Source: an optimization exercise on an open RTL-to-GDS flow (aim: small area, a short achievable clock period and few clock cycles per item). Production flows keep margins and buffers that such runs may drop. At most, simulation tests tie the RTL to the original design; equivalence was not proved. No activity file was given, so power comes from the tool's default toggle rates.

## v6
Design m31_ext_mix16, start of the top module:
module m31_ext_mix16 #(
  parameter int T     = 16,
  parameter int TAG_W = 8
) (
  input  logic               clk,
  input  logic               rst_n,
  input  logic               in_valid,
  output logic               in_ready,
  input  logic [T*31-1:0]    in_state,
  input  logic [TAG_W-1:0]   in_tag,
  output logic               out_valid,
  input  logic               out_ready,
  output logic [T*31-1:0]    out_state,
  output logic [TAG_W-1:0]   out_tag
);
Size: about 5000 cells after synthesis, roughly 630 flip-flops, about 1000 I/O pins, roughly 54000 um^2 of cells after synthesis.
clock: 23.0 ns
lec_check: 0
cap_margin: 20
core_margin: 2
core_utilization: 50
slew_margin: 20
standard.sh (not shown) runs the stock make flow with config.mk's settings and CLKGATE_MAP_FILE= SYNTH_SCRIPT=/design/flow/synth_recipe.tcl, a recipe that flattens the netlist after the stock synthesis.
==> flow/flow/run.sh <==
#!/bin/bash
# Own layout flow: the standard ORFS flow with a few changes, chosen by the
# files beside this script:
#   env.sh      extra environment settings for ORFS (sourced first)
#   abc.script  if present, the ABC script used in place of ORFS's abc_speed.script
#               (the rest of the synthesis is the standard synthesis, unchanged)
set -euo pipefail
W=$(pwd)
F=$W/flow
if [[ -f $F/env.sh ]]; then
  source "$F/env.sh"
fi
if [[ -f $F/abc.script ]]; then
  sed "/source \$::env(SCRIPTS_DIR)\/synth_preamble.tcl/a set abc_args [lreplace \$abc_args 1 1 $F/abc.script]" \
    "$FLOW_HOME/scripts/synth.tcl" > "$W/synth_mod.tcl"
  sed "s|source \$::env(SCRIPTS_DIR)/synth.tcl|source $W/synth_mod.tcl|" \
    "$W/synth_recipe.tcl" > "$W/my_synth.tcl"
  sed "s|SYNTH_SCRIPT=[^ ]*|SYNTH_SCRIPT=$W/my_synth.tcl|" "$W/standard.sh" > "$W/my_standard.sh"
else
  cp "$W/standard.sh" "$W/my_standard.sh"
fi
bash "$W/my_standard.sh" > "$W/flow_make.log" 2>&1
==> flow/flow/env.sh <==
# IO port buffers: the smallest buffer instead of ORFS's default pick
export BUFFER_PORTS_ARGS="-buffer_cell sky130_fd_sc_hd__buf_1"
# repair_timing after CTS and global routing aims for 13 ns of slack (a 10 ns period)
export SETUP_SLACK_MARGIN=13
For v7, these inputs were changed with respect to v6:
==> flow/run.sh (new file) <==
#!/bin/bash
# synth_recipe.tcl (not shown) runs the flow's synth.tcl, then flattens the netlist and writes it again
# the make line also repeats each setting of config.mk as NAME=value (left out here)
make -C /OpenROAD-flow-scripts/flow DESIGN_CONFIG=/design/flow/config.mk WORK_HOME=/design/flow/orfs CLKGATE_MAP_FILE= SYNTH_SCRIPT=/design/flow/synth_recipe.tcl finish
diff --git a/flow/config.mk b/flow/config.mk
--- a/flow/config.mk
+++ b/flow/config.mk
@@ -10 +10 @@
-export CORE_UTILIZATION = 50
+export CORE_UTILIZATION = 40
removed: flow/flow/run.sh
removed: flow/flow/env.sh
removed: flow/standard.sh
--- outcome ---
v6 → v7: first-pass GRT wire length went up, power dissipated in sequential cells shows no meaningful change, largest voltage drop on the vdd net has increased, combinational power moved up, worst setup slack decreased by 0.97 ns relative to the old numbers.
Going from v6 to v7, count of clock buffers in the final design grew by a few percent.
Taking v6 as the reference point, the die area of v7 rises by 27000 um^2.
When v7 is set beside v6, its routed wire length per instance turns out to be about 1.6% larger.
Function was not checked in any run of this note: the RTL went through the layout flow alone.

Another version of the RTL of m31_ext_mix16 (not shown whole).
Size in the first run: roughly 630 flip-flops, roughly 1000 I/O pins, roughly 51000 um2 of cells after synthesis.
export LEC_CHECK = 0
export CAP_MARGIN = 20
export CORE_MARGIN = 2
export CORE_UTILIZATION = 55
export SLEW_MARGIN = 20
create_clock -name core_clock -period 23.0 [get_ports {clk}]
==> flow/flow/run.sh <==
#!/bin/bash
# Own layout flow: the standard ORFS flow with a few changes, chosen by the
# files beside this script:
#   env.sh      extra environment settings for ORFS (sourced first)
#   abc.script  if present, the ABC script used in place of ORFS's abc_speed.script
#               (the rest of the synthesis is the standard synthesis, unchanged)
set -euo pipefail
W=$(pwd)
F=$W/flow
if [[ -f $F/env.sh ]]; then
  source "$F/env.sh"
fi
if [[ -f $F/abc.script ]]; then
  sed "/source \$::env(SCRIPTS_DIR)\/synth_preamble.tcl/a set abc_args [lreplace \$abc_args 1 1 $F/abc.script]" \
    "$FLOW_HOME/scripts/synth.tcl" > "$W/synth_mod.tcl"
  sed "s|source \$::env(SCRIPTS_DIR)/synth.tcl|source $W/synth_mod.tcl|" \
    "$W/synth_recipe.tcl" > "$W/my_synth.tcl"
  sed "s|SYNTH_SCRIPT=[^ ]*|SYNTH_SCRIPT=$W/my_synth.tcl|" "$W/standard.sh" > "$W/my_standard.sh"
else
  cp "$W/standard.sh" "$W/my_standard.sh"
fi
bash "$W/my_standard.sh" > "$W/flow_make.log" 2>&1
==> flow/flow/env.sh <==
# IO port buffers: the smallest buffer instead of ORFS's default pick
export BUFFER_PORTS_ARGS="-buffer_cell sky130_fd_sc_hd__buf_1"
# repair_timing after CTS and global routing aims for a 9.5 ns period
export SETUP_SLACK_MARGIN=13.5
# keep out_ready and in_ready (joined by one gate) next to each other on the edge
export PRE_IO_PLACEMENT_TCL=$F/io.tcl
==> flow/flow/io.tcl <==
set_io_pin_constraint -group -order -pin_names {out_ready in_ready}
The first run finished with timing, DRC and antenna clean.
Testbench counts at the start, summed over its fixed seeds: cycles 4,808, items 4,800.
Next try:
- CTS_BUF_LIST: not set -> sky130_fd_sc_hd__clkbuf_8 sky130_fd_sc_hd__clkbuf_16
- CTS_CLUSTER_DIAMETER: not set -> 80
- CTS_CLUSTER_SIZE: not set -> 24
- PLACE_DENSITY: not set -> 0.8
Clock power came out lower by a quarter to a third. Routed wire length came out lower by a few percent. Cell count came out lower slightly. Combinational power is about the same. Global-route usage came out lower by 2.1 points.
Next try:
==> flow/flow/env.sh (replaced) <==
# IO port buffers: the smallest buffer instead of ORFS's default pick
export BUFFER_PORTS_ARGS="-buffer_cell sky130_fd_sc_hd__buf_1"
# repair_timing after CTS and global routing aims for a 9.7 ns period
export SETUP_SLACK_MARGIN=13.3
# keep out_ready and in_ready (joined by one gate) next to each other on the edge
export PRE_IO_PLACEMENT_TCL=$F/io.tcl
- PLACE_DENSITY: 0.8 -> not set
Clock skew barely changes.
Final area stays flat.
Synthesized cell count does not change.
Die area does not change.
Worst setup slack gets worse by 0.046 ns.
Worst hold slack is worse by 0.012 ns.
Area after synthesis stays the same.
Fmax fell slightly.
Via count goes down slightly.
Combinational power is about the same.
Clock power came out higher by roughly a tenth.
Next try:
==> flow/flow/env.sh (replaced) <==
# IO port buffers: the smallest buffer instead of ORFS's default pick
export BUFFER_PORTS_ARGS="-buffer_cell sky130_fd_sc_hd__buf_1"
# repair_timing after CTS and global routing aims for a 9.2 ns period
export SETUP_SLACK_MARGIN=13.8
# keep out_ready and in_ready (joined by one gate) next to each other on the edge
export PRE_IO_PLACEMENT_TCL=$F/io.tcl
- CORE_UTILIZATION: 55 -> 68
- CTS_BUF_LIST: sky130_fd_sc_hd__clkbuf_8 sky130_fd_sc_hd__clkbuf_16 -> not set
- CTS_CLUSTER_DIAMETER: 80 -> not set
- CTS_CLUSTER_SIZE: 24 -> not set
- Now the flow never finished: it broke off in I/O pin placement
- synthesized area is unchanged
- synthesized cell count does not change

## re-timing with driven ports
No port has a modelled driver above. Below, the same layouts with a new extraction and two added sets of constraints. Step 1 assumes that a clkbuf_16 drives the clock port and a buf_2 every other input. Step 2, shift: input delay + t, output delay - t, t = (earliest + latest rising clock arrival at the registers) / 2. This alone moves slack from input paths to output paths. Three values: ideal ports, drivers, drivers and shift; two values: the first two.
| run | t (ns) | slack for setup (ns) | clock arrival spread, ns |
|---|---|---|---|
| v6 | 0.742 | 13.110 / 13.080 / 13.080 | 0.030 / 0.029 |
| v7 | 0.768 | 12.137 / 12.115 / 12.115 | 0.034 / 0.034 |
| the first run of note 2 | 0.728 | 13.424 / 13.341 / 13.401 | 0.022 / 0.022 |
| the second run of note 2 | 0.680 | 13.379 / 13.308 / 13.199 | 0.037 / 0.036 |
| the third run of note 2 | 0.729 | 13.332 / 13.254 / 13.306 | 0.026 / 0.026 |
After both steps setup and hold are still met in every run listed. The setup slack of the second run of note 2, which loses most, moves by -0.071 ns with the drivers and by -0.180 ns with both steps.
